This is an optimization exercise on Yosys and OpenROAD, whose aim is small area, not a production implementation. RTL that was checked went through simulation tests only; none was proved equivalent to the original. Function not checked in runs 2 and 3: the RTL went through the layout flow alone. No activity file was given, so power comes from the tool's default toggle rates.

$ cat flow/flow/run.sh
#!/bin/bash
# The standard layout, with two changes: every port is buffered by a sky130_fd_sc_hd__buf_1
# instead of the delay buffer buffer_ports picks by default, and clock tree synthesis adds no
# dummy loads. Make's full output goes to flow_make.log here; each ORFS step keeps its own
# log under orfs/logs/.
set -euo pipefail
bash standard.sh \
  "BUFFER_PORTS_ARGS=-buffer_cell sky130_fd_sc_hd__buf_1" \
  "CTS_ARGS=-sink_clustering_enable -repair_clock_nets -sink_clustering_size 25 -sink_clustering_max_diameter 60 -dont_use_dummy_load" \
  finish > flow_make.log 2>&1
$ cat flow/standard.sh
#!/bin/bash
# synth_recipe.tcl (not shown) runs the flow's synth.tcl, then flattens the netlist and writes it again
# the make line also repeats each setting of config.mk as NAME=value (left out here)
make -C /OpenROAD-flow-scripts/flow DESIGN_CONFIG=/design/flow/config.mk WORK_HOME=/design/flow/orfs CLKGATE_MAP_FILE= SYNTH_SCRIPT=/design/flow/synth_recipe.tcl "${@:-finish}"
$ cat flow/config.mk
export PLATFORM = sky130hd
export DESIGN_NAME = register_bank_mux
export DESIGN_NICKNAME = register_bank_mux
export VERILOG_FILES = /design/flow/design.v
export SDC_FILE = /design/flow/constraint.sdc
export NUM_CORES = 4
export LEC_CHECK = 0
export CAP_MARGIN = 20
export CORE_MARGIN = 2
export CORE_UTILIZATION = 60
export CTS_CLUSTER_DIAMETER = 60
export CTS_CLUSTER_SIZE = 25
export PLACE_DENSITY = 0.8
export SLEW_MARGIN = 20
export SYNTH_HIERARCHICAL = 1
export SYNTH_MINIMUM_KEEP_SIZE = 0
$ cat flow/constraint.sdc
create_clock -name core_clock -period 5.0 [get_ports {clk}]
set_input_delay 1.0000 -clock core_clock [delete_from_list [all_inputs] [get_ports {clk}]]
set_output_delay 1.0000 -clock core_clock [all_outputs]
set_load 0.01 [all_outputs]
$ cat flow/design.v
package register_bank_pkg;
  localparam int DEF_WIDTH = 32;
  localparam int DEF_DEPTH = 16;
  typedef enum logic {DUMP_IDLE, DUMP_RUN} dump_state_t;
endpackage
module register_bank_read_port #(
  parameter int WIDTH = 32,
  parameter int DEPTH = 16
) (
  input  logic [DEPTH-1:0]            sel_n,
  input  logic [DEPTH-1:0][WIDTH-1:0] words,
  output logic [WIDTH-1:0]            data
);
  localparam int NP = (DEPTH + 1) / 2;
  logic [DEPTH-1:0] sel_n_ext;
  logic [2*NP-1:0][WIDTH-1:0] words_ext;
  logic [2*NP-1:0] seln_ext;
  assign words_ext = {{(2*NP-DEPTH)*WIDTH{1'b1}}, words};
  assign seln_ext = {{(2*NP-DEPTH){1'b1}}, sel_n};
  for (genvar b = 0; b < WIDTH; b++) begin : g_bit
    logic [NP-1:0] t;
    for (genvar k = 0; k < NP; k++) begin : g_pair
      register_bank_pair_pos u_pair (
        .d0(words_ext[2*k][b]), .s0_n(seln_ext[2*k]),
        .d1(words_ext[2*k+1][b]), .s1_n(seln_ext[2*k+1]),
        .y_n(t[k])
      );
    end
    assign data[b] = ~|t;
  end
endmodule
module register_bank_pair_pos (
  input  logic d0,
  input  logic s0_n,
  input  logic d1,
  input  logic s1_n,
  output logic y_n
);
  assign y_n = ~((d0 | s0_n) & (d1 | s1_n));
endmodule
module register_bank_hold #(
  parameter int WIDTH = 32
) (
  input  logic             en,
  input  logic             en_n,
  input  logic [WIDTH-1:0] w,
  input  logic [WIDTH-1:0] q,
  output logic [WIDTH-1:0] d
);
  assign d = (w & {WIDTH{en}}) | (q & {WIDTH{en_n}});
endmodule
module register_bank_mux #(
  parameter int WIDTH = register_bank_pkg::DEF_WIDTH,
  parameter int DEPTH = register_bank_pkg::DEF_DEPTH,
  parameter bit R0_ZERO = 1'b0,
  parameter int AW = $clog2(DEPTH)
) (
  input  logic             clk,
  input  logic             reset,
  input  logic             we,
  input  logic [AW-1:0]    waddr,
  input  logic [WIDTH-1:0] wdata,
  input  logic [AW-1:0]    raddr_a,
  output logic [WIDTH-1:0] rdata_a,
  input  logic [AW-1:0]    raddr_b,
  output logic [WIDTH-1:0] rdata_b,
  input  logic             dump_start,
  output logic             dump_busy,
  output logic             dump_valid,
  input  logic             dump_ready,
  output logic [AW-1:0]    dump_addr,
  output logic [WIDTH-1:0] dump_data,
  output logic             dump_last
);
  localparam logic [AW-1:0] LAST = AW'(DEPTH - 1);
  logic [DEPTH-1:0][WIDTH-1:0] regs, regs_nxt;
  logic [DEPTH-1:0] wen, ld, keep, seln_a, seln_b, seln_d;
  logic [AW-1:0] ra_q, rb_q;
  logic [WIDTH-1:0] sel_data_a, sel_data_b, beat, dump_nxt;
  logic running, start, advance, beat_ld;
  logic [AW-1:0] ptr, ptr_nxt;
  always_comb
    for (int i = 0; i < DEPTH; i++)
      wen[i] = we && waddr == AW'(i) && !(R0_ZERO && i == 0);
  assign ld = wen & {DEPTH{!reset}};
  assign keep = ~(wen | {DEPTH{reset}});
  for (genvar i = 0; i < DEPTH; i++) begin : g_reg
    register_bank_hold #(.WIDTH(WIDTH)) u_hold (
      .en(ld[i]), .en_n(keep[i]), .w(wdata), .q(regs[i]), .d(regs_nxt[i])
    );
  end
  always_ff @(posedge clk) regs <= regs_nxt;
  always_ff @(posedge clk) begin
    ra_q <= raddr_a;
    rb_q <= raddr_b;
  end
  always_comb
    for (int i = 0; i < DEPTH; i++) begin
      seln_a[i] = ra_q != AW'(i);
      seln_b[i] = rb_q != AW'(i);
    end
  register_bank_read_port #(.WIDTH(WIDTH), .DEPTH(DEPTH)) u_port_a (
    .sel_n(seln_a), .words(regs), .data(sel_data_a)
  );
  register_bank_read_port #(.WIDTH(WIDTH), .DEPTH(DEPTH)) u_port_b (
    .sel_n(seln_b), .words(regs), .data(sel_data_b)
  );
  if (DEPTH == 2**AW) begin : g_full
    assign rdata_a = sel_data_a;
    assign rdata_b = sel_data_b;
  end else begin : g_part
    assign rdata_a = sel_data_a & {WIDTH{!(&seln_a)}};
    assign rdata_b = sel_data_b & {WIDTH{!(&seln_b)}};
  end
  assign start = !running && dump_start;
  assign advance = running && dump_ready && ptr != LAST;
  always_ff @(posedge clk)
    if (reset) running <= 1'b0;
    else if (!running) running <= dump_start;
    else if (dump_ready && ptr == LAST) running <= 1'b0;
  assign ptr_nxt = advance ? ptr + AW'(1) : '0;
  always_ff @(posedge clk)
    if (reset || !running || dump_ready) ptr <= reset ? '0 : ptr_nxt;
  always_comb
    for (int i = 0; i < DEPTH; i++)
      seln_d[i] = ptr_nxt != AW'(i);
  register_bank_read_port #(.WIDTH(WIDTH), .DEPTH(DEPTH)) u_beat (
    .sel_n(seln_d), .words(regs_nxt), .data(beat)
  );
  assign beat_ld = reset || start || advance;
  register_bank_hold #(.WIDTH(WIDTH)) u_beat_hold (
    .en(beat_ld), .en_n(!beat_ld), .w(beat), .q(dump_data), .d(dump_nxt)
  );
  always_ff @(posedge clk) dump_data <= dump_nxt;
  assign dump_busy = running;
  assign dump_valid = running;
  assign dump_addr = ptr;
  assign dump_last = running && ptr == LAST;
endmodule
==> results.cfg, run 1 <==
[worst_setup_path]
path_depth = 6
cp-start-kind = flip-flop
cpLargestDelayFamily = simple AND/OR/NAND/NOR gates
path_class = reg2out
required_ns = 4.00
worst_r2r_path_depth = 9
cp_max_fo = 32
path_cells = nor2b_1 > nand3_2 > o22ai_1 > or4_1 > nor2_1 > buf_1
crit_path_end_kind = primary output
critPathArrivalTime_ns = 3.50
slowest_stage = nand3_2
critPathMaxStageDelay_ns = 0.83
cp_num_buf_inv = 1

[placed_design]
placed_area_um2 = 25900
hpwlAfterDp_um = 65060
post-place-ws_ns = 0.7742
io_buffers = 151
gp_congestion = 0.9964

[floorplan]
die_x_um = 206.1
die_area_um2 = 42480
io_pins = 152
core-area_um2 = 40550
start_util = 0.6044
std_cell_rows = 74
fp.dieH_um = 206.1

[routing]
drc = 0
ant_nets = 0
vias = 28400
first_iter_violations = 7743
routedWlPerCell_um = 37.49
drtPass1Iterations = 14
wirelength_um = 117000
via_per_inst = 9.102

[worst_hold_path]
hold_depth = 1
min_path_type = reg2reg

[synth]
ys_ff_latch = 557
syn_inst = 2403
synth_cell_types = 33
synthArstFlopShare = 0
netlist_area_um2 = 24510
synth_edf_count = 4
syn_avg_cell_area_um2 = 10.20
yosysWarningCount = 7
seq_area_frac_synth = 0.4566
synth_ff_type = dfxtp_1
syn_nets = 2453

[clocking]
clkSlewWorstSetupHoldPaths_ns = 0.06
cts_max_level = 2
post-cts-setup-buffers = 0
numCtsBuffers = 39
cts_tree = done
cts_root_buffer = clkbuf_16
clk_latency_ns = 0.62
postCtsHoldBufs = 0
cts_buffer_depth = 3
cts.sinks = 557
ctsResizeCount = 0

[grt]
grt_pass1_vias = 27070
grt_pass1_wl_um = 168100
grt_usage = 0.5307
overflow = 0
grt_max_degree = 33
antenna_found_initial = 1

[timing]
worst_pin_slew_ns = 1.285
hold_viol_final = 0
fin_crit_ns = 4.495
setup_violations = 0
max_freq_mhz = 222.5
setup-tns-final_ns = 0
post-route-period-util = 0.8990
max_slew_margin = 0.1420
setup_ws_ns = 0.5050
maxSlewViolCount = 0
finalClockSkew_ns = 0.05270
rsz0062_at_grt = false

[power_and_ir_drop]
leakagePower_nw = 11.03
ir_drop_uv = 216.8
total_power_w = 0.008775
p_per_area_nw_per_um2 = 325.4

[finish]
fin_area_um2 = 26970
area_growth_syn_to_layout_pct = 10.02
fill_cells = 3208
layout.area.seq_um2 = 11190
layout-drive-gt1-share = 0.08968
nets = 2639
multiInputGateArea_um2 = 12580

[status]
status = no timing/DRC/antenna violations

[run]
max_cap_viol_count = 0
==> cells by family (layout without fill, tap and decap cells) <==
| kind of cell | count (synthesis) | in the layout | synth area share |
|---|---|---|---|
| xor+xnor | 3 | 3 | 0.001379 |
| other cells | 0 | 1 | 0 |
| compound gates | 1333 | 1333 | 0.3984 |
| fa+ha+maj | 1 | 1 | 0.0005104 |
| buf+inv | 110 | 294 | 0.04829 |
| flops | 557 | 557 | 0.4566 |
| simple gates | 399 | 399 | 0.09489 |
==> final timing paths <==
kind / from / slack, ns / end
setup / recovery: rb_q[2] / 0.50 / rdata_b[25]
hold reg to reg: dump_data[30] / 0.48 / dump_data[30]
setup reg to reg: ptr[0] / 0.98 / dump_data[17]
hold / removal: dump_data[30] / 0.48 / dump_data[30]
==> state kept, by name, indices dropped and copies added (netlist names) <==
register   flops
dump_data     32
ra_q           4
regs         512
running        1
rb_q           4
ptr            4
==> area by class of cell <==
cell class / count / share of cell area
multi-input cells: 1736 / 0.4664
flip-flops and latches: 557 / 0.4150
repair buffers: 252 / 0.05726
clock buffers: 39 / 0.03619
well taps: 532 / 0.02468
inverters: 3 / 0.0004176
diodes: 1 / 0.00009280
==> per-stage QoR <==
stage,std cells,util,hold slack (ns)
after floorplan,2403,-,0.4856
after global placement,3075,0.6372,0.4675
after detailed placement,3077,0.6386,0.4597
after CTS,3116,0.6627,0.4822
after global routing,3119,0.6649,0.4942
final,3120,0.6649,0.4822
==> per-layer routing <==
metal  global-route usage  vias up  part of all wire
met1               0.6504    12880              0.32
li1                     -    10670                 -
met5             0.002381        -           0.00046
met3               0.2748     1198              0.20
met4               0.3681        4             0.097
met2               0.7119     3645              0.38
==> cell usage after synthesis, types with 2 or more instances <==
| master | instances | area (um2) |
|---|---|---|
| a31oi_1 | 4 | 25.02 |
| nand2b_1 | 2 | 12.51 |
| nand4_1 | 2 | 12.51 |
| or4_1 | 192 | 1441 |
| nor3_1 | 5 | 25.02 |
| a22o_1 | 510 | 4467 |
| inv_1 | 3 | 11.26 |
| and3_1 | 2 | 12.51 |
| nor2b_1 | 13 | 81.33 |
| buf_6 | 102 | 1149 |
| edfxtp_1 | 4 | 120.1 |
| xnor2_1 | 2 | 17.52 |
| dfxtp_1 | 553 | 11070 |
| a22o_2 | 34 | 340.3 |
| nor2_1 | 123 | 461.7 |
| nand2_1 | 31 | 116.4 |
| clkbuf_1 | 3 | 11.26 |
| or3_1 | 2 | 12.51 |
| nand3_1 | 22 | 110.1 |
| a21oi_1 | 12 | 60.06 |
| o22ai_1 | 768 | 4805 |
| and2_1 | 3 | 18.77 |
==> placed cells by master, fill, tap and decap left out, drive strengths merged, types with 3 or more instances in the layout <==
| master | synthesis | layout |
|---|---|---|
| and2 | 4 | 4 |
| a22o | 544 | 544 |
| xnor2 | 3 | 3 |
| nor2b | 13 | 13 |
| nor3 | 5 | 5 |
| o22ai | 768 | 768 |
| a21oi | 12 | 12 |
| or4 | 192 | 192 |
| buf | 104 | 251 |
| a31oi | 4 | 4 |
| inv | 3 | 3 |
| edfxtp | 4 | 4 |
| nand3 | 22 | 22 |
| nor2 | 123 | 123 |
| dfxtp | 553 | 553 |
| nand2 | 31 | 31 |
| clkbuf | 3 | 40 |
==> per-module statistics from Yosys, one instance, submodules excluded, a selection <==
module                  cells  copies in the design  flops+latches
register_bank_pair_pos      1                   768              0
register_bank_mux         701                     1            557
==> report_power, final <==
group | internal, W | total (W) | switching, W
registers | 0.00452 | 0.00461 | 0.0000832
clock network | 0.00138 | 0.00296 | 0.00158
logic | 0.000378 | 0.00121 | 0.000827
==> inputs of run 2 (changes only) <==
==> flow/design.v (replaced) <==
package register_bank_pkg;
  localparam int DEF_WIDTH = 32;
  localparam int DEF_DEPTH = 16;
  typedef enum logic {DUMP_IDLE, DUMP_RUN} dump_state_t;
endpackage
module register_bank_read_port #(
  parameter int WIDTH = 32,
  parameter int DEPTH = 16
) (
  input  logic [DEPTH-1:0]            sel,
  input  logic [DEPTH-1:0][WIDTH-1:0] words,
  output logic [WIDTH-1:0]            data
);
  always_comb begin
    data = '0;
    for (int i = 0; i < DEPTH; i++)
      data = data | (words[i] & {WIDTH{sel[i]}});
  end
endmodule
module register_bank_mux #(
  parameter int WIDTH = register_bank_pkg::DEF_WIDTH,
  parameter int DEPTH = register_bank_pkg::DEF_DEPTH,
  parameter bit R0_ZERO = 1'b0,
  parameter int AW = $clog2(DEPTH)
) (
  input  logic             clk,
  input  logic             reset,
  input  logic             we,
  input  logic [AW-1:0]    waddr,
  input  logic [WIDTH-1:0] wdata,
  input  logic [AW-1:0]    raddr_a,
  output logic [WIDTH-1:0] rdata_a,
  input  logic [AW-1:0]    raddr_b,
  output logic [WIDTH-1:0] rdata_b,
  input  logic             dump_start,
  output logic             dump_busy,
  output logic             dump_valid,
  input  logic             dump_ready,
  output logic [AW-1:0]    dump_addr,
  output logic [WIDTH-1:0] dump_data,
  output logic             dump_last
);
  localparam logic [AW-1:0] LAST = AW'(DEPTH - 1);
  logic [DEPTH-1:0][WIDTH-1:0] regs;
  logic [DEPTH-1:0] wen, valid, sel_a, sel_b, sel_d;
  logic [AW-1:0] ra_q, rb_q;
  logic running, accept, hold, hit;
  logic [AW-1:0] ptr, ptr_nxt;
  logic [WIDTH-1:0] beat;
  always_comb
    for (int i = 0; i < DEPTH; i++)
      wen[i] = we && waddr == AW'(i) && !(R0_ZERO && i == 0);
  always_ff @(posedge clk)
    for (int i = 0; i < DEPTH; i++)
      if (wen[i]) regs[i] <= wdata;
  always_ff @(posedge clk)
    if (reset) valid <= '0;
    else valid <= valid | wen;
  always_ff @(posedge clk) begin
    ra_q <= raddr_a;
    rb_q <= raddr_b;
  end
  always_comb
    for (int i = 0; i < DEPTH; i++) begin
      sel_a[i] = valid[i] && ra_q == AW'(i);
      sel_b[i] = valid[i] && rb_q == AW'(i);
    end
  register_bank_read_port #(.WIDTH(WIDTH), .DEPTH(DEPTH)) u_port_a (
    .sel(sel_a), .words(regs), .data(rdata_a)
  );
  register_bank_read_port #(.WIDTH(WIDTH), .DEPTH(DEPTH)) u_port_b (
    .sel(sel_b), .words(regs), .data(rdata_b)
  );
  assign accept = running && dump_ready;
  assign hold = running && !dump_ready;
  always_ff @(posedge clk)
    if (reset) running <= 1'b0;
    else if (!running) running <= dump_start;
    else if (dump_ready && ptr == LAST) running <= 1'b0;
  assign ptr_nxt = (accept && ptr != LAST) ? ptr + AW'(1) : '0;
  always_ff @(posedge clk)
    if (reset) ptr <= '0;
    else if (!hold) ptr <= ptr_nxt;
  always_comb
    for (int i = 0; i < DEPTH; i++)
      sel_d[i] = valid[i] && !wen[i] && ptr_nxt == AW'(i);
  assign hit = we && waddr == ptr_nxt && !(R0_ZERO && waddr == '0);
  register_bank_read_port #(.WIDTH(WIDTH), .DEPTH(DEPTH)) u_beat (
    .sel(sel_d), .words(regs), .data(beat)
  );
  always_ff @(posedge clk)
    if (!hold) dump_data <= beat | (wdata & {WIDTH{hit}});
  assign dump_busy = running;
  assign dump_valid = running;
  assign dump_addr = ptr;
  assign dump_last = running && ptr == LAST;
endmodule
==> flow/run.sh (new file) <==
#!/bin/bash
# synth_recipe.tcl (not shown) runs the flow's synth.tcl, then flattens the netlist and writes it again
# the make line also repeats each setting of config.mk as NAME=value (left out here)
make -C /OpenROAD-flow-scripts/flow DESIGN_CONFIG=/design/flow/config.mk WORK_HOME=/design/flow/orfs CLKGATE_MAP_FILE= SYNTH_SCRIPT=/design/flow/synth_recipe.tcl finish
==> flow/config.mk (replaced) <==
export PLATFORM = sky130hd
export DESIGN_NAME = register_bank_mux
export DESIGN_NICKNAME = register_bank_mux
export VERILOG_FILES = /design/flow/design.v
export SDC_FILE = /design/flow/constraint.sdc
export NUM_CORES = 4
export LEC_CHECK = 0
export CAP_MARGIN = 20
export CORE_MARGIN = 2
export CORE_UTILIZATION = 40
export SLEW_MARGIN = 20
removed: flow/flow/run.sh
removed: flow/standard.sh
==> results.cfg, run 2 <==
[worst_setup_path]
cpLargestDelayFamily = simple AND/OR/NAND/NOR gates
cp-start-kind = flip-flop
timing.reg2reg.setup_slack_ns = 0.98
critPathArrivalTime_ns = 3.68
critPathMaxStageDelay_ns = 1.00
reg2reg_to = dump_data[22]
cp_num_buf_inv = 2
crit_end = rdata_a[8]
critical_path.startpoint = ra_q[3]
path_depth = 7
required_ns = 4.00
path_cells = nor2b_1 > and3_2 > buf_4 > a22o_1 > a221oi_1 > nand4_1 > clkdlybuf4s50_1
r2r-start = ptr[0]
crit_path_end_kind = primary output
worst_r2r_path_depth = 8
path_class = reg2out
cp_max_fo = 20
slowest_stage = and3_2

[clocking]
ctsResizeCount = 0
cts_buffer_depth = 3
cts_root_buffer = clkbuf_16
cts_tree = done
cts_max_level = 2
clk_latency_ns = 0.67
post-cts-setup-buffers = 0
numCtsBuffers = 61
postCtsHoldBufs = 0
clkSlewWorstSetupHoldPaths_ns = 0.06
cts.sinks = 573

[placed_design]
io_buffers = 151
hpwlAfterDp_um = 80790
gp_congestion = 0.9958

[worst_hold_path]
hold_depth = 2
min_path_type = reg2reg

[routing]
met3WireLength_um = 25320
maxUsedRoutingLayer = met5
via_per_inst = 8.241
routedWlPerCell_um = 45.25
drtPass1Iterations = 10
drc = 0
wl_met1_um = 49050
ant_nets = 0
wirelength_um = 142100
wl_met2_um = 56630
vias = 25890
first_iter_violations = 6558

[synth]
netlist_top_cells_count = edfxtp_1 (544), a22o_1 (301), a221oi_1 (282)
synth_ff_type = edfxtp_1
yosysTopAreaCell = edfxtp_1
synth_cell_types = 76
syn_nets = 2129
syn_inst = 2079
post-synth-top-area-fraction = 0.5942
synth_edf_count = 544
syn_avg_cell_area_um2 = 13.22
netlist_area_um2 = 27490
seq_area_frac_synth = 0.6153
synthArstFlopShare = 0
ys_ff_latch = 573
synth_most_common_cell = edfxtp_1
yosysWarningCount = 2
netlist_top_cells_area = edfxtp_1 (59%), a22o_1 (9.6%), a221oi_1 (9.0%)

[grt]
grt_usage = 0.3891
grt_pass1_wl_um = 191500
antenna_found_initial = 5
overflow = 0
grt_max_degree = 34
grt_pass1_vias = 24110

[power_and_ir_drop]
leakagePower_nw = 10.45
p_per_area_nw_per_um2 = 320.7
ir_drop_uv = 280.8

[timing]
timing.hold.ws_ns = 0.5171
max_freq_mhz = 213.8
setup_violations = 0
fin_crit_ns = 4.678
hold_viol_final = 0
worst_pin_slew_ns = 1.139
finalClockSkew_ns = 0.03798
setup-tns-final_ns = 0
max_slew_margin = 0.2405
rsz0062_at_grt = false
post-route-period-util = 0.9356
maxSlewViolCount = 0

[finish]
layout-drive-gt1-share = 0.1349
area_growth_syn_to_layout_pct = 18.63
regMostFlops = regs
largest_reg_flops = 512
final_cell_mix = edfxtp_1 (544), a22o_1 (301), a221oi_1 (282), clkdlybuf4s50_1 (151), nand4_1 (109)
top_regs = regs: 512 flops, dump_data: 32 flops, valid: 16 flops
nets = 2255
final_common_cell = edfxtp_1

[floorplan]
io_pins = 152
start_util = 0.4023
fp.dieH_um = 266.2
die_x_um = 266.2
die_area_um2 = 70840
core-area_um2 = 68350
std_cell_rows = 96

[status]
status = no timing/DRC/antenna violations

[run]
max_cap_viol_count = 0
-- run 2: cell count changes after synthesis, sizes merged, moves of 192 or more --
cell,delta
edfxtp,+540
a221oi,+282
or4,-192
o22ai,-767
dfxtp,-524
a22o,-243
-- run 2: layout make-up --
class / instances / area, um2
Clock buffer: 77 / 1648
Tap cell: 882 / 1104
Antenna cell: 5 / 12.51
Timing Repair Buffer: 275 / 2725
Sequential cell: 573 / 16920
Multi-Input combinational cell: 1277 / 9801
Inverter: 17 / 63.81
Fill cell: 5829 / 35730
Clock inverter: 35 / 345.3
-- run 2: logic make-up after synthesis --
logic type | synth area share
AOI/OAI and AO/OA | 0.2492
xor gates and xnor gates | 0.001957
adders and majority gates | 0.0004550
buffers and inverters | 0.03586
DFF | 0.6153
and+or+nand+nor | 0.09721
-- run 2: per-stage QoR --
step / util / cells / area [um2] / setup WS (ns) / power [W]
floorplan: - / 2079 / 27490 / 0.9510 / 0.005646
global placement: 0.4470 / 3022 / 30550 / 0.4025 / 0.005945
detailed placement: 0.4473 / 3023 / 30570 / 0.4723 / 0.005946
CTS: 0.4765 / 3135 / 32560 / 0.5353 / 0.01043
global route: 0.4770 / 3136 / 32600 / 0.3574 / 0.01064
finish: 0.4772 / 3141 / 32620 / 0.3218 / 0.01046
-- run 2: power by group --
| group | internal [W] | total [W] | switching [W] |
|---|---|---|---|
| registers | 0.00537 | 0.00548 | 0.000106 |
| clock network | 0.00259 | 0.00459 | 0.00200 |
| logic | 0.000127 | 0.000394 | 0.000267 |
| total | 0.00809 | 0.0105 | 0.00237 |
-- run 2: routing by layer --
metal,GRT usage,vias up
met5,0,-
met4,0.2226,8
met3,0.1716,949
met2,0.5468,3255
met1,0.4971,12400
li1,-,9274
-- run 2: how the worst min path moves through the flow --
stage / start / endpoint / slack, ns
2_1_floorplan: valid[8] / valid[8] / 0.45
3_3_place_gp: valid[0] / valid[0] / 0.51
3_5_place_dp: valid[8] / valid[8] / 0.51
4_1_cts: valid[8] / valid[8] / 0.51
5_1_grt: valid[8] / valid[8] / 0.53
6_report: valid[8] / valid[8] / 0.52
-- run 2: worst register-to-register path: cells and delay by family, from the launching register on --
family                   cells  cell delay (ns)
AO/OA/AOI/OAI                3             1.98
buffers and inverters        1             0.22
AND/OR/NAND/NOR              3             0.85
adder cells (fa/ha/maj)      1             0.40
flip-flops                   1             0.29
==> inputs of run 3 (changes only) <==
--- a/flow/design.v
+++ b/flow/design.v
@@ -13,7 +13,8 @@
 );
   always_comb begin
-    data = '0;
+    data = '1;
     for (int i = 0; i < DEPTH; i++)
-      data = data | (words[i] & {WIDTH{sel[i]}});
+      data = data & (words[i] | {WIDTH{!sel[i]}});
+    data = data & {WIDTH{|sel}};
   end
 endmodule
@@ -43,7 +44,7 @@
   localparam logic [AW-1:0] LAST = AW'(DEPTH - 1);
   logic [DEPTH-1:0][WIDTH-1:0] regs;
-  logic [DEPTH-1:0] wen, valid, sel_a, sel_b, sel_d;
+  logic [DEPTH-1:0] wen, sel_a, sel_b, sel_d;
   logic [AW-1:0] ra_q, rb_q;
-  logic running, accept, hold, hit;
+  logic running, start, advance, hit;
   logic [AW-1:0] ptr, ptr_nxt;
   logic [WIDTH-1:0] beat;
@@ -51,10 +52,9 @@
     for (int i = 0; i < DEPTH; i++)
       wen[i] = we && waddr == AW'(i) && !(R0_ZERO && i == 0);
+  logic [WIDTH-1:0] wd;
+  assign wd = wdata & {WIDTH{!reset}};
   always_ff @(posedge clk)
     for (int i = 0; i < DEPTH; i++)
-      if (wen[i]) regs[i] <= wdata;
-  always_ff @(posedge clk)
-    if (reset) valid <= '0;
-    else valid <= valid | wen;
+      if (reset || wen[i]) regs[i] <= wd;
   always_ff @(posedge clk) begin
     ra_q <= raddr_a;
@@ -63,6 +63,6 @@
   always_comb
     for (int i = 0; i < DEPTH; i++) begin
-      sel_a[i] = valid[i] && ra_q == AW'(i);
-      sel_b[i] = valid[i] && rb_q == AW'(i);
+      sel_a[i] = ra_q == AW'(i);
+      sel_b[i] = rb_q == AW'(i);
     end
   register_bank_read_port #(.WIDTH(WIDTH), .DEPTH(DEPTH)) u_port_a (
@@ -72,23 +72,22 @@
     .sel(sel_b), .words(regs), .data(rdata_b)
   );
-  assign accept = running && dump_ready;
-  assign hold = running && !dump_ready;
+  assign start = !running && dump_start;
+  assign advance = running && dump_ready && ptr != LAST;
   always_ff @(posedge clk)
     if (reset) running <= 1'b0;
     else if (!running) running <= dump_start;
     else if (dump_ready && ptr == LAST) running <= 1'b0;
-  assign ptr_nxt = (accept && ptr != LAST) ? ptr + AW'(1) : '0;
+  assign ptr_nxt = advance ? ptr + AW'(1) : '0;
   always_ff @(posedge clk)
-    if (reset) ptr <= '0;
-    else if (!hold) ptr <= ptr_nxt;
+    if (reset || !running || dump_ready) ptr <= reset ? '0 : ptr_nxt;
   always_comb
     for (int i = 0; i < DEPTH; i++)
-      sel_d[i] = valid[i] && !wen[i] && ptr_nxt == AW'(i);
-  assign hit = we && waddr == ptr_nxt && !(R0_ZERO && waddr == '0);
+      sel_d[i] = !reset && !wen[i] && ptr_nxt == AW'(i);
+  assign hit = !reset && we && waddr == ptr_nxt && !(R0_ZERO && waddr == '0);
   register_bank_read_port #(.WIDTH(WIDTH), .DEPTH(DEPTH)) u_beat (
     .sel(sel_d), .words(regs), .data(beat)
   );
   always_ff @(posedge clk)
-    if (!hold) dump_data <= beat | (wdata & {WIDTH{hit}});
+    if (reset || start || advance) dump_data <= beat | (wdata & {WIDTH{hit}});
   assign dump_busy = running;
   assign dump_valid = running;
==> results.cfg, run 3 <==
[worst_setup_path]
crit_path_end_kind = primary output
path_depth = 8
critical_path.startpoint = ra_q[1]
crit_end = rdata_a[11]
cp-start-kind = flip-flop
path_cells = nor2b_1 > nand2_2 > buf_4 > o22ai_1 > or4_1 > nor4_1 > buf_4 > clkdlybuf4s50_1
required_ns = 4.00
path_class = reg2out
worst_r2r_path_depth = 9
reg2reg_to = dump_data[8]
timing.reg2reg.setup_slack_ns = 0.90
cp_num_buf_inv = 3
critPathArrivalTime_ns = 4.14
slowest_stage = nor4_1
r2r-start = ptr[0]
crit_path_frequent_cell = buf_4
cpLargestDelayFamily = simple AND/OR/NAND/NOR gates
cp_max_fo = 11
critPathMaxStageDelay_ns = 0.57

[placed_design]
dpl.cell_count = 3007
gp_congestion = 1.005
io_buffers = 151
hpwlAfterDp_um = 71640

[routing]
drtPass1Iterations = 9
ant_nets = 0
vias = 24570
drc = 0
routedWlPerCell_um = 42.00
wirelength_um = 131000
via_per_inst = 7.877
first_iter_violations = 5925

[finish]
area_growth_syn_to_layout_pct = 20.16
top_regs = regs: 512 flops, dump_data: 32 flops
layout-drive-gt1-share = 0.1273
final_common_cell = edfxtp_1
largest_reg_flops = 512
fin_cells = 3119
nets = 2263
fill_cells = 5651
fin_util = 0.4844
final_cell_mix = edfxtp_1 (548), o22ai_1 (519), clkdlybuf4s50_1 (150), nor2_1 (141), o22a_1 (139)
regMostFlops = regs

[floorplan]
core-area_um2 = 64230
std_cell_rows = 93
start_util = 0.4031
die_area_um2 = 66780
fp.dieH_um = 258.4
die_x_um = 258.4
io_pins = 152

[power_and_ir_drop]
ir_drop_uv = 337.5
leakagePower_nw = 10.17
p_seq_frac = 0.502
swShare = 0.2680
total_power_w = 0.01201
pwr-share-clk = 0.372
combPwrFrac = 0.125
p_per_area_nw_per_um2 = 386.1
p_int_w = 0.008793
power_switching_w = 0.003219

[synth]
syn_inst = 2048
synth_cell_types = 57
netlist_top_cells_count = edfxtp_1 (548), o22ai_1 (519), nor2_1 (141)
synth_most_common_cell = edfxtp_1
yosysWarningCount = 2
post-synth-top-area-fraction = 0.6356
yosysTopAreaCell = edfxtp_1
ys_ff_latch = 557
seq_area_frac_synth = 0.6425
netlist_area_um2 = 25890
syn_avg_cell_area_um2 = 12.64
netlist_top_cells_area = edfxtp_1 (64%), o22ai_1 (13%), o22a_1 (4.7%)
syn_nets = 2098
synth_ff_type = edfxtp_1
synth_edf_count = 548
synthArstFlopShare = 0

[clocking]
postCtsHoldBufs = 0
cts_root_buffer = clkbuf_16
numCtsBuffers = 58
cts_max_level = 2
cts_buffer_depth = 3
clkSlewWorstSetupHoldPaths_ns = 0.07
cts_tree = done
clk_latency_ns = 0.64
cts.sinks = 557

[timing]
max_freq_mhz = 194.7
fin_crit_ns = 5.137
maxSlewViolCount = 0
setup_violations = 5
rsz0062_at_grt = true
hold_viol_final = 0
worst_pin_slew_ns = 1.118
finalClockSkew_ns = 0.03051
post-route-period-util = 1.027
setup_ws_ns = -0.1372
timing.hold.ws_ns = 0.6913
max_slew_margin = 0.2528

[worst_hold_path]
min_path_type = reg2reg
hold_depth = 2

[grt]
grt_usage = 0.3803
grt_pass1_wl_um = 178600
grtUsageMet1 = 0.4988
grt_max_degree = 37
grt_pass1_vias = 23160
antenna_found_initial = 2
met3_usage = 0.1603
overflow = 0
busiest_layer = met2
met2_usage = 0.5279

[status]
status = finished with violations
so.violations = setup timing

[run]
max_cap_viol_count = 0
-- run 3: cell types whose count changed after synthesis, moves of 79 or more --
cell | before | now
o221ai_1 | 1 | 101
nor2_1 | 62 | 141
o22ai_1 | 1 | 519
o22a_1 | 3 | 139
nor4_1 | 5 | 89
a22o_1 | 301 | 0
nand4_1 | 109 | 8
a221oi_1 | 282 | 0
-- run 3: power groups by stage --
stage	clock network, W	logic [W]	registers (W)
2_1_floorplan	0	0.000636	0.00596
3_3_place_gp	0	0.00143	0.00610
3_5_place_dp	0	0.00143	0.00608
4_1_cts	0.00447	0.00144	0.00599
5_1_grt	0.00463	0.00153	0.00605
6_report	0.00447	0.00150	0.00604
-- run 3: cell type report --
cell class	instances	area, um2	area share
inverter	5	18.77	0.0006033
antenna	1	2.502	0.00008043
clock buffer	71	1564	0.05027
tap	855	1070	0.03439
multi-input combinational	1314	8800	0.2828
sequential	557	16640	0.5347
clock inverter	39	367.9	0.01182
timing repair buffer	277	2653	0.08526
-- run 3: metrics by stage --
stage	setup TNS [ns]	setup slack, ns	area [um2]
floorplan	0	1.156	25890
CTS	0	0.05474	31050
global placement	0	0.6169	29120
detailed placement	0	0.5114	29120
global route	-0.05626	-0.03411	31110
finish	-0.1852	-0.1372	31110
-- run 3: per-layer routing --
layer  wire length (um)  vias up
li1                   -     9081
met1              45670    11610
met2              51960     3054
met3              23610      820
met4               9710        4
met5                 53        -
-- run 3: how the worst min path moves through the flow --
| stage | slack (ns) | to | start |
|---|---|---|---|
| global route | 0.77 | running | running |
| floorplan | 0.72 | dump_data[11] | regs[267] |
| detailed placement | 0.68 | running | running |
| finish | 0.69 | running | running |
| global placement | 0.66 | running | running |
| CTS | 0.69 | running | running |
-- run 3: logic make-up after synthesis --
kind of cell / share of synthesized area
adder cells (fa/ha/maj): 0.0004832
AO/OA/AOI/OAI: 0.2329
buffers and inverters: 0.02779
XOR/XNOR: 0.002658
AND/OR/NAND/NOR: 0.09366
flip-flops: 0.6425
-- run 3: worst register-to-register path, stage by stage, from the launching register on --
cell and delay, ns:
edfxtp_1 0.35, buf_4 0.21, ha_1 0.30, xnor2_1 0.42, o21ba_1 0.54, nand4_1 0.97
buf_4 0.57, o22ai_1 0.18, nor2_1 0.07, a32o_1 0.27
-- run 3: timing repair --
| item | CTS | global route |
|---|---|---|
| buffers inserted | 0 | 0 |
| endpoints found under the setup margin | 0 | 12 |
| hold endpoints to repair | 0 | 0 |
| gates resized for setup | 0 | 9 |

[re-timing with driven ports]
No port has a modelled driver above. Below, the same layouts with a new extraction and two added sets of constraints.
Step 1, drivers: a clkbuf_16 drives clk and a buf_2 each remaining input, both assumed.
Step 2 times the ports against the registers' clock, not the clock port: input delays grow and output delays shrink by t, the midpoint of the rising clock arrivals with the driver on.
a / b / c = ideal ports / drivers / drivers and shift; a / b = the first two.
| run | t, ns | slack for setup (ns) | clock arrival spread, ns |
|---|---|---|---|
| run 1 | 0.654 | 0.505 / 0.444 / 0.535 | 0.068 / 0.068 |
| run 2 | 0.718 | 0.322 / 0.261 / 0.225 | 0.039 / 0.039 |
| run 3 | 0.695 | -0.137 / -0.204 / 0.393 | 0.032 / 0.032 |
The setup slack of run 2, which loses most, moves by -0.061 ns with the drivers and by -0.097 ns with both steps.
